This design comes from an exercise in tuning for small area on the open sky130 flow, not from production work. The RTL was checked by simulation tests, not by an equivalence proof against the original design. Power and IR drop assume default switching activity.

==> inputs of 09-18 <==
==> flow/design.v <==
module eth_pkt_buffer #(
    parameter int unsigned DEPTH      = 64,
    parameter logic [31:0] PORTA_ADDR = 32'h0000_ABCD,
    parameter logic [31:0] PORTB_ADDR = 32'h0000_BEEF
) (
    input  logic        clk,
    input  logic        reset,
    input  logic        inWrEn,
    input  logic [33:0] inData,
    output logic        outValid,
    input  logic        outReady,
    output logic [33:0] outData,
    output logic        outPort,
    output logic [15:0] dropCount,
    output logic [15:0] pktCount
);
    localparam int unsigned AW = $clog2(DEPTH);
    localparam int unsigned PW = AW + 1;
    localparam int unsigned WW = 33;
    function automatic integer port_bit(input integer unused);
        integer b;
        begin
            port_bit = 0;
            for (b = 31; b >= 0; b = b - 1)
                if (PORTA_ADDR[b] != PORTB_ADDR[b]) port_bit = b;
        end
    endfunction
    localparam int unsigned PB = port_bit(0);
    typedef enum logic [1:0] {
        W_IDLE = 2'd0,
        W_PKT  = 2'd1,
        W_DROP = 2'd2
    } wstate_e;
    logic [WW-1:0] mem [DEPTH];
    wstate_e       state_q, state_d;
    logic [PW-1:0] wr_ptr_q, wr_ptr_d;
    logic [PW-1:0] commit_ptr_q, commit_ptr_d;
    logic [PW-1:0] rd_ptr_q;
    logic          out_valid_q;
    logic [31:0]   out_pay_q;
    logic          out_eop_q, out_sop_q;
    logic          out_port_q;
    logic          mem_we_c;
    logic [AW-1:0] mem_waddr_c;
    logic [WW-1:0] mem_wdata_c;
    logic [1:0]    drop_inc_c;
    logic          pkt_inc_c;
    logic          in_sop_c, in_eop_c, addr_hit_c;
    logic          full_sop_c, full_pkt_c, rd_load_c;
    assign in_eop_c    = inData[33];
    assign in_sop_c    = inData[32];
    assign addr_hit_c  = (inData[31:0] == PORTA_ADDR) || (inData[31:0] == PORTB_ADDR);
    assign full_sop_c  = (commit_ptr_q[AW-1:0] == rd_ptr_q[AW-1:0]) && (commit_ptr_q[AW] != rd_ptr_q[AW]);
    assign full_pkt_c  = (wr_ptr_q[AW-1:0] == rd_ptr_q[AW-1:0]) && (wr_ptr_q[AW] != rd_ptr_q[AW]);
    assign rd_load_c   = (rd_ptr_q != commit_ptr_q) && (!out_valid_q || outReady);
    assign mem_wdata_c = {inData[33], inData[31:0]};
    always_comb begin
        state_d      = state_q;
        wr_ptr_d     = wr_ptr_q;
        commit_ptr_d = commit_ptr_q;
        mem_we_c     = 1'b0;
        mem_waddr_c  = wr_ptr_q[AW-1:0];
        drop_inc_c   = 2'd0;
        pkt_inc_c    = 1'b0;
        if (inWrEn) begin
            if (in_sop_c) begin
                if (state_q == W_PKT) begin
                    wr_ptr_d   = commit_ptr_q;
                    drop_inc_c = 2'd1;
                end
                if (!addr_hit_c || full_sop_c) begin
                    drop_inc_c = drop_inc_c + 2'd1;
                    wr_ptr_d   = commit_ptr_q;
                    state_d    = in_eop_c ? W_IDLE : W_DROP;
                end else begin
                    mem_we_c    = 1'b1;
                    mem_waddr_c = commit_ptr_q[AW-1:0];
                    wr_ptr_d    = commit_ptr_q + PW'(1);
                    if (in_eop_c) begin
                        commit_ptr_d = commit_ptr_q + PW'(1);
                        pkt_inc_c    = 1'b1;
                        state_d      = W_IDLE;
                    end else begin
                        state_d = W_PKT;
                    end
                end
            end else begin
                case (state_q)
                    W_PKT: begin
                        if (full_pkt_c) begin
                            wr_ptr_d   = commit_ptr_q;
                            drop_inc_c = 2'd1;
                            state_d    = in_eop_c ? W_IDLE : W_DROP;
                        end else begin
                            mem_we_c = 1'b1;
                            wr_ptr_d = wr_ptr_q + PW'(1);
                            if (in_eop_c) begin
                                commit_ptr_d = wr_ptr_q + PW'(1);
                                pkt_inc_c    = 1'b1;
                                state_d      = W_IDLE;
                            end
                        end
                    end
                    W_DROP: begin
                        if (in_eop_c) state_d = W_IDLE;
                    end
                    default: ;
                endcase
            end
        end
    end
    always_ff @(posedge clk or posedge reset) begin
        if (reset) begin
            state_q      <= W_IDLE;
            wr_ptr_q     <= '0;
            commit_ptr_q <= '0;
        end else begin
            state_q      <= state_d;
            wr_ptr_q     <= wr_ptr_d;
            commit_ptr_q <= commit_ptr_d;
        end
    end
    always_ff @(posedge clk) begin
        if (mem_we_c) mem[mem_waddr_c] <= mem_wdata_c;
    end
    logic [DEPTH-1:0] rd_sel_c;
    logic [WW-1:0]    rd_word_c;
    always_comb begin
        rd_word_c = '1;
        for (int i = 0; i < DEPTH; i++) begin
            rd_sel_c[i] = (rd_ptr_q[AW-1:0] != AW'(i));
            rd_word_c   = rd_word_c & ({WW{rd_sel_c[i]}} | mem[i]);
        end
    end
    always_ff @(posedge clk or posedge reset) begin
        if (reset) begin
            rd_ptr_q    <= '0;
            out_valid_q <= 1'b0;
            out_eop_q   <= 1'b1;
        end else if (rd_load_c) begin
            rd_ptr_q    <= rd_ptr_q + PW'(1);
            out_valid_q <= 1'b1;
            out_eop_q   <= rd_word_c[32];
        end else if (outReady) begin
            out_valid_q <= 1'b0;
        end
    end
    always_ff @(posedge clk) begin
        if (rd_load_c) begin
            out_pay_q  <= rd_word_c[31:0];
            out_sop_q  <= out_eop_q;
            out_port_q <= out_eop_q ? (rd_word_c[PB] == PORTB_ADDR[PB]) : out_port_q;
        end
    end
    assign outValid = out_valid_q;
    assign outData  = {out_eop_q, out_sop_q, out_pay_q};
    assign outPort  = out_port_q;
    logic [15:0] drop_cnt_q;
    logic [15:0] pkt_cnt_q;
    logic [16:0] drop_sum_c;
    assign drop_sum_c = {1'b0, drop_cnt_q} + 17'(drop_inc_c);
    always_ff @(posedge clk or posedge reset) begin
        if (reset) begin
            drop_cnt_q <= '0;
            pkt_cnt_q  <= '0;
        end else begin
            drop_cnt_q <= drop_sum_c[16] ? 16'hFFFF : drop_sum_c[15:0];
            pkt_cnt_q  <= pkt_cnt_q + 16'(pkt_inc_c);
        end
    end
    assign dropCount = drop_cnt_q;
    assign pktCount  = pkt_cnt_q;
endmodule
==> flow/run.sh <==
#!/bin/bash
# synth_recipe.tcl (not shown) runs the flow's synth.tcl, then flattens the netlist and writes it again
# the make line also repeats each setting of config.mk as NAME=value (left out here)
make -C /OpenROAD-flow-scripts/flow DESIGN_CONFIG=/design/flow/config.mk WORK_HOME=/design/flow/orfs CLKGATE_MAP_FILE= SYNTH_SCRIPT=/design/flow/synth_recipe.tcl finish
==> flow/config.mk <==
export PLATFORM = sky130hd
export DESIGN_NAME = eth_pkt_buffer
export DESIGN_NICKNAME = eth_pkt_buffer
export VERILOG_FILES = /design/flow/design.v
export SDC_FILE = /design/flow/constraint.sdc
export NUM_CORES = 4
export LEC_CHECK = 0
export CAP_MARGIN = 20
export CORE_MARGIN = 2
export CORE_UTILIZATION = 40
export CTS_BUF_LIST = sky130_fd_sc_hd__clkbuf_8
export CTS_CLUSTER_DIAMETER = 60
export CTS_CLUSTER_SIZE = 15
export SLEW_MARGIN = 20
==> flow/constraint.sdc <==
create_clock -name core_clock -period 8.0 [get_ports {clk}]
set_input_delay 1.6000 -clock core_clock [delete_from_list [all_inputs] [get_ports {clk}]]
set_output_delay 1.6000 -clock core_clock [all_outputs]
set_load 0.01 [all_outputs]
==> inputs of 02-01, as changes to 09-18 <==
--- a/flow/design.v
+++ b/flow/design.v
@@ -33,4 +33,6 @@
     } wstate_e;
     logic [WW-1:0] mem [DEPTH];
+    logic [WW-1:0] mem_d_c [DEPTH];
+    logic [DEPTH-1:0] row_we_c, row_nwe_c;
     wstate_e       state_q, state_d;
     logic [PW-1:0] wr_ptr_q, wr_ptr_d;
@@ -121,15 +123,42 @@
         end
     end
-    always_ff @(posedge clk) begin
-        if (mem_we_c) mem[mem_waddr_c] <= mem_wdata_c;
-    end
-    logic [DEPTH-1:0] rd_sel_c;
+    eth_pkt_buffer_wdec #(.AW(AW)) u_wr_dec (
+        .we(mem_we_c), .a(mem_waddr_c), .row_we(row_we_c), .row_nwe(row_nwe_c)
+    );
+    for (genvar i = 0; i < DEPTH; i++) begin : g_row
+        eth_pkt_buffer_hold #(.W(WW)) u_hold (
+            .we(row_we_c[i]), .nwe(row_nwe_c[i]), .d(mem_wdata_c), .q(mem[i]), .y(mem_d_c[i])
+        );
+        always_ff @(posedge clk) mem[i] <= mem_d_c[i];
+    end
+    localparam int unsigned NG = (DEPTH + 2) / 3;
+    logic [3*NG-1:0]  rd_sel_c;
     logic [WW-1:0]    rd_word_c;
-    always_comb begin
-        rd_word_c = '1;
-        for (int i = 0; i < DEPTH; i++) begin
-            rd_sel_c[i] = (rd_ptr_q[AW-1:0] != AW'(i));
-            rd_word_c   = rd_word_c & ({WW{rd_sel_c[i]}} | mem[i]);
-        end
+    logic [NG-1:0]    rd_grp_c [WW];
+    eth_pkt_buffer_dec1 #(.AW(AW)) u_rd_dec (.a(rd_ptr_q[AW-1:0]), .s(rd_sel_c[DEPTH-1:0]));
+    if (3*NG > DEPTH) begin : g_pad
+        assign rd_sel_c[3*NG-1:DEPTH] = '0;
+    end
+    for (genvar b = 0; b < WW; b++) begin : g_rd_bit
+        logic [3*NG-1:0] col;
+        for (genvar i = 0; i < 3*NG; i++) begin : g_col
+            if (i < DEPTH) begin : g_w
+                assign col[i] = mem[i][b];
+            end else begin : g_z
+                assign col[i] = 1'b0;
+            end
+        end
+        for (genvar g = 0; g < NG; g++) begin : g_grp
+            if (3*g + 3 <= DEPTH) begin : g_full
+                eth_pkt_buffer_aoi222 u_aoi (
+                    .s(rd_sel_c[3*g +: 3]), .d(col[3*g +: 3]), .y(rd_grp_c[b][g])
+                );
+            end else begin : g_part
+                eth_pkt_buffer_aoi #(.N(DEPTH - 3*g)) u_aoi (
+                    .s(rd_sel_c[3*g +: DEPTH - 3*g]), .d(col[3*g +: DEPTH - 3*g]), .y(rd_grp_c[b][g])
+                );
+            end
+        end
+        eth_pkt_buffer_nand #(.N(NG)) u_nand (.x(rd_grp_c[b]), .y(rd_word_c[b]));
     end
     always_ff @(posedge clk or posedge reset) begin
@@ -146,7 +175,11 @@
         end
     end
+    logic [31:0] out_pay_d_c;
+    eth_pkt_buffer_hold #(.W(32)) u_out_hold (
+        .we(rd_load_c), .nwe(!rd_load_c), .d(rd_word_c[31:0]), .q(out_pay_q), .y(out_pay_d_c)
+    );
+    always_ff @(posedge clk) out_pay_q <= out_pay_d_c;
     always_ff @(posedge clk) begin
         if (rd_load_c) begin
-            out_pay_q  <= rd_word_c[31:0];
             out_sop_q  <= out_eop_q;
             out_port_q <= out_eop_q ? (rd_word_c[PB] == PORTB_ADDR[PB]) : out_port_q;
@@ -172,2 +205,120 @@
     assign pktCount  = pkt_cnt_q;
 endmodule
+module eth_pkt_buffer_wdec #(
+    parameter int unsigned AW = 6
+) (
+    input  logic                we,
+    input  logic [AW-1:0]       a,
+    output logic [(1<<AW)-1:0]  row_we,
+    output logic [(1<<AW)-1:0]  row_nwe
+);
+    localparam int unsigned LW = AW / 2;
+    localparam int unsigned HW = AW - LW;
+    logic [(1<<LW)-1:0] nlo;
+    logic [(1<<HW)-1:0] nhi;
+    eth_pkt_buffer_npre_en #(.W(LW)) u_lo (.en(we), .a(a[LW-1:0]), .ny(nlo));
+    eth_pkt_buffer_npre #(.W(HW)) u_hi (.a(a[AW-1:LW]), .ny(nhi));
+    eth_pkt_buffer_grid #(.NL(1<<LW), .NH(1<<HW)) u_grid (
+        .nlo(nlo), .nhi(nhi), .y(row_we), .ny(row_nwe)
+    );
+endmodule
+module eth_pkt_buffer_npre #(
+    parameter int unsigned W = 3
+) (
+    input  logic [W-1:0]      a,
+    output logic [(1<<W)-1:0] ny
+);
+    always_comb begin
+        for (int i = 0; i < (1 << W); i++) ny[i] = (a != W'(i));
+    end
+endmodule
+module eth_pkt_buffer_npre_en #(
+    parameter int unsigned W = 3
+) (
+    input  logic              en,
+    input  logic [W-1:0]      a,
+    output logic [(1<<W)-1:0] ny
+);
+    always_comb begin
+        for (int i = 0; i < (1 << W); i++) ny[i] = !(en && a == W'(i));
+    end
+endmodule
+module eth_pkt_buffer_grid #(
+    parameter int unsigned NL = 8,
+    parameter int unsigned NH = 8
+) (
+    input  logic [NL-1:0]    nlo,
+    input  logic [NH-1:0]    nhi,
+    output logic [NL*NH-1:0] y,
+    output logic [NL*NH-1:0] ny
+);
+    always_comb begin
+        for (int h = 0; h < NH; h++)
+            for (int l = 0; l < NL; l++) begin
+                y[h*NL+l]  = ~(nlo[l] | nhi[h]);
+                ny[h*NL+l] = ~y[h*NL+l];
+            end
+    end
+endmodule
+module eth_pkt_buffer_hold #(
+    parameter int unsigned W = 33
+) (
+    input  logic         we,
+    input  logic         nwe,
+    input  logic [W-1:0] d,
+    input  logic [W-1:0] q,
+    output logic [W-1:0] y
+);
+    assign y = ({W{we}} & d) | ({W{nwe}} & q);
+endmodule
+module eth_pkt_buffer_dec1 #(
+    parameter int unsigned AW = 6
+) (
+    input  logic [AW-1:0]      a,
+    output logic [(1<<AW)-1:0] s
+);
+    localparam int unsigned LW = AW / 2;
+    localparam int unsigned HW = AW - LW;
+    logic [(1<<LW)-1:0] nlo;
+    logic [(1<<HW)-1:0] nhi;
+    eth_pkt_buffer_npre #(.W(LW)) u_lo (.a(a[LW-1:0]),  .ny(nlo));
+    eth_pkt_buffer_npre #(.W(HW)) u_hi (.a(a[AW-1:LW]), .ny(nhi));
+    eth_pkt_buffer_nor_grid #(.NL(1<<LW), .NH(1<<HW)) u_grid (.nlo(nlo), .nhi(nhi), .y(s));
+endmodule
+module eth_pkt_buffer_nor_grid #(
+    parameter int unsigned NL = 8,
+    parameter int unsigned NH = 8
+) (
+    input  logic [NL-1:0]    nlo,
+    input  logic [NH-1:0]    nhi,
+    output logic [NL*NH-1:0] y
+);
+    always_comb begin
+        for (int h = 0; h < NH; h++)
+            for (int l = 0; l < NL; l++) y[h*NL+l] = ~(nlo[l] | nhi[h]);
+    end
+endmodule
+module eth_pkt_buffer_aoi222 (
+    input  logic [2:0] s,
+    input  logic [2:0] d,
+    output logic       y
+);
+    assign y = ~|(s & d);
+endmodule
+module eth_pkt_buffer_aoi #(
+    parameter int unsigned N = 1
+) (
+    input  logic [N-1:0] s,
+    input  logic [N-1:0] d,
+    output logic         y
+);
+    assign y = ~|(s & d);
+endmodule
+module eth_pkt_buffer_nand #(
+    parameter int unsigned N = 22
+) (
+    input  logic [N-1:0] x,
+    output logic         y
+);
+    assign y = ~&x;
+endmodule
==> flow/flow/run.sh (new file) <==
#!/bin/bash
# Layout flow: the standard ORFS flow (standard.sh), with two changes:
#  - port buffers use the smallest buffer (every port still gets its own buffer);
#  - clock tree synthesis inserts no dummy loads, with clkbuf_8 sink clusters of up to 15 sinks.
# The full output of the run goes to flow_standard.log; ORFS keeps each step's log under orfs/logs.
set -euo pipefail
export BUFFER_PORTS_ARGS="-buffer_cell sky130_fd_sc_hd__buf_1"
export CTS_ARGS="-sink_clustering_enable -repair_clock_nets -dont_use_dummy_load -buf_list sky130_fd_sc_hd__clkbuf_8 -sink_clustering_size 15 -sink_clustering_max_diameter 60"
bash standard.sh > flow_standard.log 2>&1
==> flow/standard.sh (new file) <==
#!/bin/bash
# synth_recipe.tcl (not shown) runs the flow's synth.tcl, then flattens the netlist and writes it again
# the make line also repeats each setting of config.mk as NAME=value (left out here)
make -C /OpenROAD-flow-scripts/flow DESIGN_CONFIG=/design/flow/config.mk WORK_HOME=/design/flow/orfs CLKGATE_MAP_FILE= SYNTH_SCRIPT=/design/flow/synth_recipe.tcl "${@:-finish}"
--- a/flow/config.mk
+++ b/flow/config.mk
@@ -12,3 +12,5 @@
 export CTS_CLUSTER_DIAMETER = 60
 export CTS_CLUSTER_SIZE = 15
+export PLACE_DENSITY = 0.7
 export SLEW_MARGIN = 20
+export SYNTH_HIERARCHICAL = 1
removed: flow/run.sh
==> inputs of 07-12, as changes to 09-18 <==
--- a/flow/design.v
+++ b/flow/design.v
@@ -124,12 +124,17 @@
         if (mem_we_c) mem[mem_waddr_c] <= mem_wdata_c;
     end
-    logic [DEPTH-1:0] rd_sel_c;
-    logic [WW-1:0]    rd_word_c;
-    always_comb begin
-        rd_word_c = '1;
-        for (int i = 0; i < DEPTH; i++) begin
-            rd_sel_c[i] = (rd_ptr_q[AW-1:0] != AW'(i));
-            rd_word_c   = rd_word_c & ({WW{rd_sel_c[i]}} | mem[i]);
-        end
+    logic [DEPTH-1:0]   rd_ns_c;
+    logic [WW-1:0]      rd_word_c;
+    logic [DEPTH/2-1:0] rd_pair_c [WW];
+    eth_pkt_buffer_dec #(.AW(AW)) u_rd_dec (.a(rd_ptr_q[AW-1:0]), .ns(rd_ns_c));
+    for (genvar b = 0; b < WW; b++) begin : g_rd_bit
+        for (genvar k = 0; k < DEPTH/2; k++) begin : g_pair
+            eth_pkt_buffer_oai22 u_oai (
+                .a1(rd_ns_c[2*k]),   .a2(mem[2*k][b]),
+                .b1(rd_ns_c[2*k+1]), .b2(mem[2*k+1][b]),
+                .y(rd_pair_c[b][k])
+            );
+        end
+        eth_pkt_buffer_nor #(.N(DEPTH/2)) u_nor (.x(rd_pair_c[b]), .y(rd_word_c[b]));
     end
     always_ff @(posedge clk or posedge reset) begin
@@ -172,2 +177,29 @@
     assign pktCount  = pkt_cnt_q;
 endmodule
+module eth_pkt_buffer_dec #(
+    parameter int unsigned AW = 6
+) (
+    input  logic [AW-1:0]      a,
+    output logic [(1<<AW)-1:0] ns
+);
+    always_comb begin
+        for (int i = 0; i < (1 << AW); i++) ns[i] = (a != AW'(i));
+    end
+endmodule
+module eth_pkt_buffer_oai22 (
+    input  logic a1,
+    input  logic a2,
+    input  logic b1,
+    input  logic b2,
+    output logic y
+);
+    assign y = ~((a1 | a2) & (b1 | b2));
+endmodule
+module eth_pkt_buffer_nor #(
+    parameter int unsigned N = 32
+) (
+    input  logic [N-1:0] x,
+    output logic         y
+);
+    assign y = ~|x;
+endmodule
==> flow/flow/run.sh (new file) <==
#!/bin/bash
# Layout flow: the standard ORFS flow (standard.sh), with two changes:
#  - port buffers use the smallest buffer (every port still gets its own buffer);
#  - clock tree synthesis inserts no dummy loads, with clkbuf_8 sink clusters of up to 15 sinks.
# The full output of the run goes to flow_standard.log; ORFS keeps each step's log under orfs/logs.
set -euo pipefail
export BUFFER_PORTS_ARGS="-buffer_cell sky130_fd_sc_hd__buf_1"
export CTS_ARGS="-sink_clustering_enable -repair_clock_nets -dont_use_dummy_load -buf_list sky130_fd_sc_hd__clkbuf_8 -sink_clustering_size 15 -sink_clustering_max_diameter 60"
bash standard.sh > flow_standard.log 2>&1
==> flow/standard.sh (new file) <==
#!/bin/bash
# synth_recipe.tcl (not shown) runs the flow's synth.tcl, then flattens the netlist and writes it again
# the make line also repeats each setting of config.mk as NAME=value (left out here)
make -C /OpenROAD-flow-scripts/flow DESIGN_CONFIG=/design/flow/config.mk WORK_HOME=/design/flow/orfs CLKGATE_MAP_FILE= SYNTH_SCRIPT=/design/flow/synth_recipe.tcl "${@:-finish}"
--- a/flow/config.mk
+++ b/flow/config.mk
@@ -12,3 +12,5 @@
 export CTS_CLUSTER_DIAMETER = 60
 export CTS_CLUSTER_SIZE = 15
+export PLACE_DENSITY = 0.7
 export SLEW_MARGIN = 20
+export SYNTH_HIERARCHICAL = 1
removed: flow/run.sh
==> run notes <==
09-18 completed with no timing, DRC or antenna violations. 07-12 completed with no timing, DRC or antenna violations. 02-01 ran to the end with no violations.
In 07-12 the via count is lower than in 09-18, by 18%.
Synthesized cell count: 09-18 is higher than 07-12 (15%).
The highest count of clock-buffer cells in the layout belongs to 09-18, the lowest to 07-12.
The lowest clock power belongs to 07-12, the highest to 09-18.
The lowest wire length belongs to 07-12, the highest to 09-18.
Between 09-18 and 02-01, the lower critical path depth is in 02-01 (gap 8).
Sequential cell count is the same in 07-12 and 02-01.

## port drivers added, routing unchanged
How much do the figures lean on ideal ports? The routed layouts below were timed once more, with nothing changed but the port constraints.
Step 1 assumes that a clkbuf_16 drives the clock port and a buf_2 every other input.
Step 2 also shifts input and output timing later by t, the mid clock arrival at the registers, as if the neighbouring blocks saw the same clock.
a / b / c = no drivers / after step 1 / after step 2; a / b = the first two.
run | shift t [ns] | setup slack, ns | latest minus earliest clock arrival (ns) | worst slew at a driven data input, ns
09-18 | 1.101 | 1.840 / 1.905 / 0.805 | 0.097 / 0.097 | 0.19
02-01 | 1.023 | 2.044 / 2.079 / 1.056 | 0.122 / 0.122 | 0.18
07-12 | 0.999 | 2.276 / 2.210 / 1.211 | 0.096 / 0.096 | 0.20
After both steps every run listed still meets setup and hold. The setup slack of 07-12, which loses most, moves by -0.066 ns with the drivers and by -1.065 ns with both steps.
